Source: an optimization exercise on an open RTL-to-GDS flow (aim: small area). Production flows keep margins and buffers that such runs may drop.
The RTL was checked by simulation tests, not by an equivalence proof against the original design.
Power and IR drop assume default switching activity.

**flow/run.sh**
```bash
#!/bin/bash
# synth_recipe.tcl (not shown) runs the flow's synth.tcl, then flattens the netlist and writes it again
# the make line also repeats each setting of config.mk as NAME=value (left out here)
make -C /OpenROAD-flow-scripts/flow DESIGN_CONFIG=/design/flow/config.mk WORK_HOME=/design/flow/orfs CLKGATE_MAP_FILE= SYNTH_SCRIPT=/design/flow/synth_recipe.tcl finish
```
**flow/config.mk**
```make
export PLATFORM = sky130hd
export DESIGN_NAME = tag_counter_top
export DESIGN_NICKNAME = tag_counter_top
export VERILOG_FILES = /design/flow/design.v
export SDC_FILE = /design/flow/constraint.sdc
export NUM_CORES = 4
export LEC_CHECK = 0
export CAP_MARGIN = 20
export CORE_MARGIN = 2
export CORE_UTILIZATION = 40
export SLEW_MARGIN = 20
```
**flow/constraint.sdc**
```tcl
create_clock -name core_clock -period 8.0 [get_ports {detector}]
set_input_delay 1.6000 -clock core_clock [delete_from_list [all_inputs] [get_ports {detector}]]
set_output_delay 1.6000 -clock core_clock [all_outputs]
set_load 0.01 [all_outputs]
```
**flow/design.v**
```verilog
`default_nettype none
package counter_pkg;
    localparam int CHAN_W = 6;                          
    localparam int LANE_W = 6;                          
    localparam logic [LANE_W-1:0] LANE_NONE = '1;       
    localparam int WB_ADR_W = 8;                        
    localparam int WB_DAT_W = 32;
    localparam logic [WB_ADR_W-1:0] ADDR_CTRL       = 8'h00;  
    localparam logic [WB_ADR_W-1:0] ADDR_STATUS     = 8'h01;  
    localparam logic [WB_ADR_W-1:0] ADDR_WINDOW     = 8'h02;  
    localparam logic [WB_ADR_W-1:0] ADDR_COUNT_BASE = 8'h10;  
    localparam logic [WB_ADR_W-1:0] ADDR_LUT_BASE   = 8'h40;  
    localparam logic [WB_DAT_W-1:0] DEFAULT_WINDOW = 32'd1000;
    typedef enum logic [1:0] {
        IDLE     = 2'd0,
        COUNT    = 2'd1,
        STOPPING = 2'd2                                 
    } ctrl_state_t;
endpackage
`default_nettype wire
`timescale 1ns/1ps
`default_nettype none
module channel_map #(
    parameter int NUM_LANES = 4
) (
    input  wire                            detector,
    input  wire                            arst_n_i,
    input  wire                            tag_valid_i,
    input  wire  [counter_pkg::CHAN_W-1:0] tag_channel_i,
    input  wire                            lut_we_i,
    input  wire  [counter_pkg::CHAN_W-1:0] lut_addr_i,
    input  wire  [counter_pkg::LANE_W-1:0] lut_lane_i,
    output logic                           hit_valid_o,
    output logic [counter_pkg::LANE_W-1:0] hit_lane_o
);
    localparam int DEPTH  = 2 ** counter_pkg::CHAN_W;
    localparam int LIMIT_W = counter_pkg::LANE_W + 1;   
    localparam logic [LIMIT_W-1:0] LANE_LIMIT = LIMIT_W'(NUM_LANES);
    logic [counter_pkg::LANE_W-1:0] lut [DEPTH];
    logic [counter_pkg::LANE_W-1:0] entry;
    logic                           entry_ok;
    assign entry    = lut[tag_channel_i];               
    assign entry_ok = (entry != counter_pkg::LANE_NONE) &&
                      ({1'b0, entry} < LANE_LIMIT);     
    always_ff @(posedge detector or negedge arst_n_i) begin
        if (!arst_n_i) begin
            for (int i = 0; i < DEPTH; i++) begin
                lut[i] <= counter_pkg::LANE_NONE;
            end
        end else if (lut_we_i) begin
            lut[lut_addr_i] <= lut_lane_i;
        end
    end
    always_ff @(posedge detector or negedge arst_n_i) begin
        if (!arst_n_i) begin
            hit_valid_o <= 1'b0;
        end else begin
            hit_valid_o <= tag_valid_i && entry_ok;
        end
    end
    always_ff @(posedge detector) begin
        hit_lane_o <= entry;                            
    end
endmodule
`default_nettype wire
`timescale 1ns/1ps
`default_nettype none
module window_timer (
    input  wire           detector,
    input  wire           arst_n_i,
    input  wire           load_i,
    input  wire           run_i,
    input  wire  [counter_pkg::WB_DAT_W-1:0] window_len_i,
    output logic          window_end_o
);
    logic [counter_pkg::WB_DAT_W-1:0] remain;           
    assign window_end_o = run_i && (remain == '0);
    always_ff @(posedge detector or negedge arst_n_i) begin
        if (!arst_n_i) begin
            remain <= '0;
        end else if (load_i || window_end_o) begin
            remain <= window_len_i - 1'b1;            
        end else if (run_i) begin
            remain <= remain - 1'b1;
        end
    end
endmodule
`default_nettype wire
`timescale 1ns/1ps
`default_nettype none
module counter_ctrl (
    input  wire           detector,
    input  wire           arst_n_i,
    input  wire           start_req_i,
    input  wire           stop_req_i,
    output logic          running_o,
    input  wire           window_end_i,
    output logic          timer_load_o,
    output logic          timer_run_o,
    output logic          count_en_o,
    output logic          clear_o
);
    counter_pkg::ctrl_state_t state_q;
    counter_pkg::ctrl_state_t state_d;
    logic                     active;
    always_comb begin
        state_d = state_q;
        case (state_q)
            counter_pkg::IDLE: begin
                if (start_req_i) begin
                    state_d = counter_pkg::COUNT;
                end
            end
            counter_pkg::COUNT: begin
                if (stop_req_i) begin                
                    state_d = window_end_i ? counter_pkg::IDLE : counter_pkg::STOPPING;
                end
            end
            counter_pkg::STOPPING: begin
                if (window_end_i) begin
                    state_d = counter_pkg::IDLE;       
                end
            end
            default: state_d = counter_pkg::IDLE;
        endcase
    end
    always_ff @(posedge detector or negedge arst_n_i) begin
        if (!arst_n_i) begin
            state_q <= counter_pkg::IDLE;
        end else begin
            state_q <= state_d;
        end
    end
    assign active       = (state_q != counter_pkg::IDLE);
    assign timer_load_o = (state_q == counter_pkg::IDLE) && start_req_i;
    assign clear_o      = (state_q == counter_pkg::IDLE) && start_req_i;  
    assign timer_run_o  = active;
    assign count_en_o   = active;
    assign running_o    = active;
endmodule
`default_nettype wire
`timescale 1ns/1ps
`default_nettype none
module lane_counters #(
    parameter int NUM_LANES = 4,
    parameter int COUNT_W   = 32
) (
    input  wire                            detector,
    input  wire                            arst_n_i,
    input  wire                            hit_valid_i,
    input  wire  [counter_pkg::LANE_W-1:0] hit_lane_i,
    input  wire                            count_en_i,
    input  wire                            clear_i,
    input  wire                            window_end_i,
    output logic [NUM_LANES*COUNT_W-1:0]   snap_o,          
    output logic                           snap_valid_o
);
    logic [COUNT_W-1:0] acc [NUM_LANES];                
    for (genvar l = 0; l < NUM_LANES; l++) begin : g_lane
        localparam logic [counter_pkg::LANE_W-1:0] LANE_ID = l;
        logic               inc;
        logic [COUNT_W-1:0] acc_next;
        assign inc      = count_en_i && hit_valid_i && (hit_lane_i == LANE_ID);
        assign acc_next = (inc && (acc[l] != '1)) ? acc[l] + 1'b1 : acc[l];  
        always_ff @(posedge detector or negedge arst_n_i) begin
            if (!arst_n_i) begin
                acc[l]    <= '0;
                snap_o[l*COUNT_W +: COUNT_W] <= '0;
            end else if (clear_i) begin
                acc[l]    <= '0;                        
            end else if (window_end_i) begin
                snap_o[l*COUNT_W +: COUNT_W] <= acc_next;                  
                acc[l]    <= '0;                        
            end else begin
                acc[l]    <= acc_next;
            end
        end
    end
    always_ff @(posedge detector or negedge arst_n_i) begin
        if (!arst_n_i) begin
            snap_valid_o <= 1'b0;
        end else begin
            snap_valid_o <= window_end_i;
        end
    end
endmodule
`default_nettype wire
`timescale 1ns/1ps
`default_nettype none
module counter_wb_regs #(
    parameter int NUM_LANES = 4,
    parameter int COUNT_W   = 32
) (
    input  wire                              detector,
    input  wire                              arst_n_i,
    input  wire                              wb_cyc_i,
    input  wire                              wb_stb_i,
    input  wire                              wb_we_i,
    input  wire  [counter_pkg::WB_ADR_W-1:0] wb_adr_i,
    input  wire  [counter_pkg::WB_DAT_W-1:0] wb_dat_i,
    output logic [counter_pkg::WB_DAT_W-1:0] wb_dat_o,
    output logic                             wb_ack_o,
    output logic [counter_pkg::WB_DAT_W-1:0] window_len_o,
    output logic                             start_req_o,
    output logic                             stop_req_o,
    output logic                             lut_we_o,
    output logic [counter_pkg::CHAN_W-1:0]   lut_addr_o,
    output logic [counter_pkg::LANE_W-1:0]   lut_lane_o,
    input  wire                              running_i,
    input  wire  [NUM_LANES*COUNT_W-1:0]     snap_i
);
    localparam int LUT_N = 2 ** counter_pkg::CHAN_W;
    localparam int ADR_W = counter_pkg::WB_ADR_W;
    localparam int DAT_W = counter_pkg::WB_DAT_W;
    localparam int IDX_W = (NUM_LANES > 1) ? $clog2(NUM_LANES) : 1;
    localparam logic [ADR_W-1:0] LANES_A = ADR_W'(NUM_LANES);
    logic [DAT_W-1:0]                 window_q;
    logic [counter_pkg::LANE_W-1:0]   lut_copy [LUT_N];    
    logic [ADR_W-1:0]                 cnt_idx;
    logic                             is_lut;
    logic                             is_count;
    logic                             wr_fire;
    logic                             running_q;
    logic                             snap_seen_q;
    always_ff @(posedge detector or negedge arst_n_i) begin
        if (!arst_n_i) begin
            wb_ack_o <= 1'b0;
        end else begin
            wb_ack_o <= wb_cyc_i && wb_stb_i && !wb_ack_o;  
        end
    end
    assign wr_fire  = wb_ack_o && wb_we_i;              
    assign cnt_idx  = wb_adr_i - counter_pkg::ADDR_COUNT_BASE;
    assign is_count = (wb_adr_i >= counter_pkg::ADDR_COUNT_BASE) && (cnt_idx < LANES_A);
    assign is_lut   = (wb_adr_i[ADR_W-1:counter_pkg::CHAN_W] ==
                       counter_pkg::ADDR_LUT_BASE[ADR_W-1:counter_pkg::CHAN_W]);
    assign window_len_o = window_q;
    assign start_req_o  = wr_fire && (wb_adr_i == counter_pkg::ADDR_CTRL) && wb_dat_i[0];
    assign stop_req_o   = wr_fire && (wb_adr_i == counter_pkg::ADDR_CTRL) && wb_dat_i[1];
    assign lut_we_o     = wr_fire && is_lut;
    assign lut_addr_o   = wb_adr_i[counter_pkg::CHAN_W-1:0];
    assign lut_lane_o   = wb_dat_i[counter_pkg::LANE_W-1:0];
    always_ff @(posedge detector or negedge arst_n_i) begin
        if (!arst_n_i) begin
            window_q    <= counter_pkg::DEFAULT_WINDOW;
            running_q   <= 1'b0;
            snap_seen_q <= 1'b0;
            for (int i = 0; i < LUT_N; i++) begin
                lut_copy[i] <= counter_pkg::LANE_NONE;
            end
        end else begin
            if (wr_fire && (wb_adr_i == counter_pkg::ADDR_WINDOW)) begin
                window_q <= wb_dat_i;
            end
            if (lut_we_o) begin
                lut_copy[lut_addr_o] <= lut_lane_o;
            end
            running_q <= running_i;
            if (running_q && !running_i) begin
                snap_seen_q <= 1'b1;
            end
        end
    end
    always_comb begin
        wb_dat_o = '0;
        if (is_lut) begin
            wb_dat_o[counter_pkg::LANE_W-1:0] = lut_copy[wb_adr_i[counter_pkg::CHAN_W-1:0]];
        end else if (is_count) begin
            wb_dat_o = DAT_W'(snap_i[cnt_idx[IDX_W-1:0]*COUNT_W +: COUNT_W]);
        end else if (wb_adr_i == counter_pkg::ADDR_STATUS) begin
            wb_dat_o[1:0] = {snap_seen_q, running_i};
        end else if (wb_adr_i == counter_pkg::ADDR_WINDOW) begin
            wb_dat_o = window_q;
        end
    end
endmodule
`default_nettype wire
`timescale 1ns/1ps
`default_nettype none
module tag_counter_top #(
    parameter int NUM_LANES = 4,
    parameter int COUNT_W   = 32
) (
    input  wire                              detector,
    input  wire                              arst_n_i,
    input  wire                              tag_valid_i,
    input  wire  [counter_pkg::CHAN_W-1:0]   tag_channel_i,
    input  wire                              wb_cyc_i,
    input  wire                              wb_stb_i,
    input  wire                              wb_we_i,
    input  wire  [counter_pkg::WB_ADR_W-1:0] wb_adr_i,
    input  wire  [counter_pkg::WB_DAT_W-1:0] wb_dat_i,
    output logic [counter_pkg::WB_DAT_W-1:0] wb_dat_o,
    output logic                             wb_ack_o,
    output logic [NUM_LANES*COUNT_W-1:0]     count_data_o,
    output logic                             count_valid_o
);
    logic [counter_pkg::WB_DAT_W-1:0] window_len;
    logic                             start_req;
    logic                             stop_req;
    logic                             lut_we;
    logic [counter_pkg::CHAN_W-1:0]   lut_addr;
    logic [counter_pkg::LANE_W-1:0]   lut_lane;
    logic                             running;
    logic                           hit_valid;
    logic [counter_pkg::LANE_W-1:0] hit_lane;
    logic                           timer_load;
    logic                           timer_run;
    logic                           window_end;
    logic                           count_en;
    logic                           clear;
    logic [NUM_LANES*COUNT_W-1:0]   snap;
    channel_map #(.NUM_LANES(NUM_LANES)) u_map (
        .detector, .arst_n_i, .tag_valid_i, .tag_channel_i,
        .lut_we_i(lut_we), .lut_addr_i(lut_addr), .lut_lane_i(lut_lane),
        .hit_valid_o(hit_valid), .hit_lane_o(hit_lane)
    );
    window_timer u_timer (
        .detector, .arst_n_i, .load_i(timer_load), .run_i(timer_run),
        .window_len_i(window_len), .window_end_o(window_end)
    );
    counter_ctrl u_ctrl (
        .detector, .arst_n_i, .start_req_i(start_req), .stop_req_i(stop_req),
        .running_o(running), .window_end_i(window_end),
        .timer_load_o(timer_load), .timer_run_o(timer_run),
        .count_en_o(count_en), .clear_o(clear)
    );
    lane_counters #(.NUM_LANES(NUM_LANES), .COUNT_W(COUNT_W)) u_lanes (
        .detector, .arst_n_i, .hit_valid_i(hit_valid), .hit_lane_i(hit_lane),
        .count_en_i(count_en), .clear_i(clear), .window_end_i(window_end),
        .snap_o(snap), .snap_valid_o(count_valid_o)
    );
    counter_wb_regs #(.NUM_LANES(NUM_LANES), .COUNT_W(COUNT_W)) u_regs (
        .detector, .arst_n_i, .wb_cyc_i, .wb_stb_i, .wb_we_i, .wb_adr_i, .wb_dat_i,
        .wb_dat_o, .wb_ack_o,
        .window_len_o(window_len), .start_req_o(start_req), .stop_req_o(stop_req),
        .lut_we_o(lut_we), .lut_addr_o(lut_addr), .lut_lane_o(lut_lane),
        .running_i(running), .snap_i(snap)
    );
    assign count_data_o = snap;
endmodule
`default_nettype wire
```
==> notes.md <==
[stage by stage]
stage | utilization [%] | hold slack, ns | cell area, µm² | setup WS (ns)
2_1_floorplan | - | 0.425 | 36900 | 1.99
6_report | 48.2 | 0.451 | 44100 | 0.306
3_5_place_dp | 45.1 | 0.441 | 41300 | 0.696
5_1_grt | 48.1 | 0.475 | 44100 | 0.455
3_3_place_gp | 45.1 | 0.433 | 41300 | 0.515
4_1_cts | 48.1 | 0.454 | 44000 | 0.663
[critical path, stage by stage]
cell             delay (ns)
clkdlybuf4s50_1        0.97
nand4bb_1              0.39
nor2_1                 0.79
a22oi_1                0.44
nand4_1                0.22
nor3_1                 0.08
nand2_1                0.07
nor4_1                 0.07
o21ai_0                0.69
buf_4                  0.23
clkdlybuf4s50_1        0.52
[routing by layer]
layer	share of wire, %	vias to the layer above	global-route usage [%]
met4	5.3	28	18.7
li1	-	13300	-
met3	11	524	14.5
met2	40	2164	59.7
met5	0.088	-	0
met1	43	17400	61.7
[power groups by stage]
| stage | Clock [mW] | Combinational (mW) | Sequential (mW) |
|---|---|---|---|
| floorplan | 0 | 0.135 | 3.76 |
| global placement | 0 | 0.358 | 3.81 |
| detailed placement | 0 | 0.358 | 3.81 |
| CTS | 3.93 | 0.359 | 3.75 |
| global route | 4.07 | 0.383 | 3.75 |
| finish | 3.87 | 0.367 | 3.76 |
[cell type report]
class / count / area (µm²)
Tap cell: 1186 / 1480
Antenna cell: 11 / 27.5
Sequential cell: 717 / 18400
Multi-Input combinational cell: 2466 / 17800
Timing Repair Buffer: 386 / 3460
Fill cell: 8417 / 47400
Clock inverter: 25 / 362
Clock buffer: 119 / 2400
Inverter: 33 / 124
[registers in the layout, summed over array words and instances, names as in the netlist, 2 cells and up]
register,flops
u_ctrl.state_q,2
u_lanes.acc,128
u_lanes.snap_o,128
u_map.hit_lane_o,6
u_map.lut,42
u_regs.lut_copy,342
u_regs.window_q,32
u_timer.remain,32
[cell usage in the layout (no fill, tap or decap), types with 75 or more instances in the layout]
cell type and count:
nand2_1 339, nand4_1 87, o21ai_0 164, dfrtp_1 321
nand3_1 75, clkbuf_16 84, mux2_2 429, a22oi_1 258
nor2_1 311, dfstp_2 390, buf_4 172, clkdlybuf4s50_1 203
[cell families after synthesis]
logic type	count (synthesis)	synth area share, %
multiplexers	484	15.7
buffers and inverters	239	2.51
flip-flops	717	49.8
adder cells (fa/ha/maj)	5	0.169
XOR/XNOR	127	3.01
AO/OA/AOI/OAI	707	13.6
AND/OR/NAND/NOR	1143	15.1
[worst min-delay path by stage]
stage          cells after the start              from  slack [ns]                  to
3_5_place_dp                       1  u_regs.running_q        0.44  u_regs.snap_seen_q
5_1_grt                            1  u_regs.running_q        0.47  u_regs.snap_seen_q
2_1_floorplan                      1  u_regs.running_q        0.43  u_regs.snap_seen_q
4_1_cts                            1  u_regs.running_q        0.45  u_regs.snap_seen_q
6_report                           1  u_regs.running_q        0.45  u_regs.snap_seen_q
3_3_place_gp                       1  u_regs.running_q        0.43  u_regs.snap_seen_q
==> impl_metrics.json <==
{
  "status": "finished clean",
  "final-instance-count-excl-fill": 4943,
  "grt_use_total_pct": 43.4,
  "switchingPower_mw": 1.96,
  "fin_crit_ns": 7.69,
  "grt_max_degree": 223,
  "critPathKind": "input pin to output port",
  "clock_path_buffers": 3,
  "regToRegEndpoint": "u_timer.remain[28]",
  "rr_startpoint": "u_ctrl.state_q[0]",
  "ant_nets": 0,
  "post_drt_via_cell_ratio": 6.76,
  "internal_power_mw": 6.04,
  "worst_slew_pin_slew_ns": 1.29,
  "yosys_warnings": 8,
  "die_w_um": 308,
  "dr.pass1.iters": 8,
  "routedWlPerCell_um": 42.1,
  "insertion_delay_ns": 0.68,
  "pwr-share-seq_pct": 47.0,
  "routed_wl_um": 208000,
  "cp.required_ns": 6.40,
  "synth_most_common_cell": "mux2_2",
  "drt_iter0_markers": 4768,
  "synth_seq_cells": 717,
  "vias": 33400,
  "timing.final.crit_share_pct": 96.2,
  "p_clk_share_pct": 48.4,
  "coreArea_um2": 91500,
  "slew_headroom_pct": 14.3,
  "cp-end-kind": "output port",
  "place_congestion": 1.13,
  "synth_top_area_cell": "dfstp_2",
  "ys_top_cells_by_count": "mux2_2 (429), dfstp_2 (390), nand2_1 (340)",
  "cts_resized": 0,
  "syn2layout_area_growth_pct": 19.4,
  "async_flop_share_pct": 99.2,
  "drive_gt1_share_pct": 32.9,
  "fmax_ghz": 0.130,
  "syn_inst": 3422,
  "crit_path_end": "wb_dat_o[2]",
  "std_cell_rows": 111,
  "cts-root-buf": "clkbuf_16",
  "drc_errors": 0,
  "crit_path_max_fanout": 15,
  "skew_ns": 0.0206,
  "rsz0062_at_grt": "false",
  "synth_area_leaders": "dfstp_2 (28%), dfrtp_1 (22%), mux2_2 (13%), a22oi_1 (5.2%), nand2_1 (3.5%)",
  "hold_viol": 0,
  "synthesis.area_um2": 36900,
  "min_path_type": "register to register",
  "arrival_ns": 6.09,
  "synth_nets": 3479,
  "die_h_um": 308,
  "antenna_found_initial": 30,
  "p_sw_share_pct": 24.5,
  "combinationalPowerShare_pct": 4.6,
  "cts_sinks": 717,
  "synth_edf_count": 0,
  "start_util_pct": 40.3,
  "grt_pass1_vias": 31300,
  "layout.nets": 3742,
  "die-area_um2": 94800,
  "numCtsBuffers": 81,
  "syn_area_per_cell_um2": 10.8,
  "portBuffers": 213,
  "cts_hold_buf": 0,
  "cellPowerDensity_nw_per_um2": 181,
  "dp_cells": 4788,
  "grt-ovfl-total": 0,
  "vdd_drop_max_mv": 0.177,
  "dp_hpwl_um": 161000,
  "p_total_mw": 8.00,
  "pin_count": 214,
  "synth_top_area_share_pct": 27.7,
  "synth_ff_type": "dfstp_2",
  "htreeDepth": 3,
  "postCtsSetupBuffers": 0,
  "r2r_setup_slack_ns": 3.06,
  "p_leak_nw": 18.0,
  "setup_viol": 0,
  "finalMaxSlewViolations": 0,
  "cts_tree": "yes",
  "startpoint": "wb_adr_i[3]",
  "seq_area_frac_synth_pct": 49.8,
  "drv_cap": 0,
  "reg2regPathDepth": 13,
  "grt_pass1_wl_um": 278000,
  "synth_cell_types": 96,
  "start_kind": "input pin",
  "path_clk_slew_ns": 0.06,
  "tns_ns": 0
}

## separate check: timing with driven ports
No port has a modelled driver above. Below, the same layout with a new extraction and two added sets of constraints. Step 1: set_driving_cell puts a clkbuf_16 on detector and a buf_2 on each other input, an assumption about the parent block. Step 2, shift: input delay + t, output delay - t, t = (earliest + latest rising clock arrival at the registers) / 2. This alone moves slack from input paths to output paths. Three values: ideal ports, drivers, drivers and shift; two values: the first two.
t (ns): 0.748
setup WS [ns]: 0.306 / 0.283 / 0.283
clock arrival spread, ns: 0.028 / 0.028
After both steps setup and hold are still met in this run. For this run, drivers alone change the setup slack by -0.023 ns; drivers and shift together by -0.023 ns.
